Source: an optimization exercise on an open RTL-to-GDS flow (aim: small area, a short achievable clock period and few clock cycles per item). Production flows keep margins and buffers that such runs may drop. RTL that was checked went through simulation tests only; none was proved equivalent to the original.

## ex_muldiv_unit
module ex_muldiv_unit (
  input  logic        clk,
  input  logic        rst,
  input  logic        start_i,
  input  logic [2:0]  op_i,
  input  logic [31:0] rs1_i,
  input  logic [31:0] rs2_i,
  input  logic [4:0]  rd_addr_i,
  input  logic        flush_i,
  output logic        busy_o,
  output logic        done_o,
  output logic [31:0] result_o,
  output logic [4:0]  rd_addr_o
);
Size in the first run: about 3,400 cells after synthesis, about 120 I/O pins, about 26,000 um^2 of cells after synthesis.
==> flow/config.mk <==
export PLATFORM = sky130hd
export DESIGN_NAME = ex_muldiv_unit
export DESIGN_NICKNAME = ex_muldiv_unit
export VERILOG_FILES = /design/flow/design.v
export SDC_FILE = /design/flow/constraint.sdc
export NUM_CORES = 4
export LEC_CHECK = 0
export CAP_MARGIN = 30
export CORE_MARGIN = 2
export CORE_UTILIZATION = 40
export SETUP_SLACK_MARGIN = 5
export SLEW_MARGIN = 30
export SYNTH_HIERARCHICAL = 1
==> flow/constraint.sdc <==
create_clock -name core_clock -period 11.0 [get_ports {clk}]
set_input_delay 2.2000 -clock core_clock [delete_from_list [all_inputs] [get_ports {clk}]]
set_output_delay 2.2000 -clock core_clock [all_outputs]
set_load 0.01 [all_outputs]
run.sh (not shown) runs the stock make flow with config.mk's settings and CLKGATE_MAP_FILE= SYNTH_SCRIPT=/design/flow/synth_recipe.tcl, a recipe that flattens the netlist after the stock synthesis.
Testbench counts at the start, summed over its fixed seeds: cycles 19,280, ops 4,000.
Rerun with:
--- a/flow/design.v
+++ b/flow/design.v
@@ -26,25 +26,23 @@
     else if (nz1) nbytes_m1 = 2'd1;
     else          nbytes_m1 = 2'd0;
   endfunction
   logic        e1, e2, swap, sel;
   logic [1:0]  n1, n2;
   logic        a_neg, b_neg;
   logic [31:0] a_mag;
-  assign e1    = (op_i[2] ? ~op_i[0] : ~(op_i[1] & op_i[0])) & rs1_i[31];
-  assign e2    = (op_i[2] ? ~op_i[0] : ~op_i[1]) & rs2_i[31];
+  assign e1    = ~(op_i[1] & op_i[0]) & rs1_i[31];    
+  assign e2    = ~op_i[1] & rs2_i[31];                
   assign n1    = nbytes_m1(rs1_i, e1);
   assign n2    = nbytes_m1(rs2_i, e2);
   assign swap  = (n1 < n2);
   assign sel   = op_i[2] | swap;
-  assign a_neg = e1;                                  
-  assign b_neg = e2;
-  ex_muldiv_abs32 u_abs (.v(rs1_i), .neg(a_neg), .m(a_mag));
-  logic quick;
-  assign quick = (rs2_i == 32'd0) | (({1'b0, n1} + {2'd0, a_neg}) < {1'b0, n2});
+  assign a_neg = ~op_i[0] & rs1_i[31];
+  assign b_neg = ~op_i[0] & rs2_i[31];
+  assign a_mag = (rs1_i ^ {32{a_neg}}) + {31'd0, a_neg};
   logic [32:0] a_q;       
   logic [31:0] b_q;       
   logic        bext_q;    
   logic        dcin_q, dz_q;
   logic        selhi_q;   
   logic        neg_q;     
   logic        negc_q;    
@@ -726,34 +724,41 @@
   logic [4:0]  j;
   logic        early;
   logic [63:0] norm;
   assign j0    = {1'b0, lzc32(~a_q[31:0] | 32'd1)} - {1'b0, lzc32(b_q)};
   assign early = j0[6] | dz_q;
   assign j     = j0[4:0] | 5'd1;
   assign norm  = early ? {b_q, 32'd0} : ({32'd0, b_q} << (5'd31 - j));
-  assign acc_d  = ({64{s_mul}}  & mac_s) |
-                  ({64{s_norm}} & norm) |
-                  ({64{s_div}}  & {r2, acc_q[29:0], q1, q2}) |
-                  ({64{s_idle & op_i[2]}} & {a_mag, 32'd0});
-  assign accc_d = {64{s_mul}} & mac_c;
-  assign cnt_d  = s_norm ? 4'(j >> 1) : cnt_q - 4'd1;
+  always_comb begin
+    acc_d  = 64'd0;
+    accc_d = 64'd0;
+    cnt_d  = cnt_q - 4'd1;
+    if (s_mul) begin
+      acc_d  = mac_s;
+      accc_d = mac_c;
+    end else if (s_norm) begin
+      acc_d  = norm;
+      cnt_d  = 4'(j >> 1);
+    end else if (s_div) begin
+      acc_d  = {r2, acc_q[29:0], q1, q2};
+    end
+  end
   logic last;
   assign last = (cnt_q == 4'd0);
   always_ff @(posedge clk or posedge rst) begin
     if (rst) begin
       s_mul  <= 1'b0;
       s_norm <= 1'b0;
       s_div  <= 1'b0;
       s_done <= 1'b0;
     end else begin
       s_mul  <= (accept & ~op_i[2]) | (s_mul & ~flush_i & ~last);
-      s_norm <= accept & op_i[2] & ~quick;
+      s_norm <= accept & op_i[2];
       s_div  <= (s_norm & ~flush_i & ~early) | (s_div & ~flush_i & ~last);
-      s_done <= ((s_mul | s_div) & ~flush_i & last) | (s_norm & ~flush_i & early) |
-                (accept & op_i[2] & quick);
+      s_done <= ((s_mul | s_div) & ~flush_i & last) | (s_norm & ~flush_i & early);
     end
   end
   always_ff @(posedge clk) begin
     acc_q   <= acc_d;
     accc_q  <= accc_d;
     cnt_q   <= s_idle ? {2'd0, swap ? n1 : n2} : cnt_d;
     first_q <= s_idle;
@@ -766,27 +771,14 @@
   assign cin = negc_q | (selhi_q & clo_q);
   ex_muldiv_add32 u_add (.x(x), .y(y), .cin(cin), .s(sum));
   assign result_o  = sum;
   assign busy_o    = accept | s_mul | s_norm | s_div;
   assign done_o    = s_done;
   assign rd_addr_o = rd_addr_i;
 endmodule
-module ex_muldiv_abs32 (
-  input  logic [31:0] v,
-  input  logic        neg,
-  output logic [31:0] m
-);
-  logic [31:0] z;    
-  always_comb begin
-    z[0] = 1'b1;
-    for (int i = 1; i < 32; i++)
-      z[i] = z[i-1] & ~v[i-1];
-  end
-  assign m = v ^ ({32{neg}} & ~z);
-endmodule
 module ex_muldiv_cout32 (
   input  logic [31:0] x,
   input  logic [31:0] y,
   output logic        co
 );
   logic [31:0] g [6];
   logic [31:0] p [6];
After rerunning: The new run ran to the end with no violations; cell area goes up by about 3%; die area goes up by about 2.3%; setup slack got worse by 160 ps; utilization rose by 0.48 points; via count came out higher by about 4%; synthesized cell count came out higher by about 6%; non-clock buffer count came out higher by 18.
Function not checked in the second run of this note: the RTL went through the layout flow alone.

port drivers added, routing unchanged:
In the flow no input, the clock included, has a driving cell. The finished layouts below were timed again as built, in two steps. Step 1: set_driving_cell puts a clkbuf_16 on clk and a buf_2 on each other input, an assumption about the parent block. Step 2 also shifts input and output timing later by t, the mid clock arrival at the registers, as if the neighbouring blocks saw the same clock. Three values: ideal ports, drivers, drivers and shift; two values: the first two.
| run | t (ns) | slack for setup (ns) | worst hold slack (ns) |
|---|---|---|---|
| the first run | 0.635 | 5.046 / 5.034 / 4.766 | 0.583 / 0.583 / 0.583 |
| the second run | 0.644 | 4.883 / 4.818 / 4.883 | 0.580 / 0.580 / 0.580 |
After both steps setup and hold are still met in every run listed. The setup slack of the first run, which loses most, moves by -0.012 ns with the drivers and by -0.280 ns with both steps.
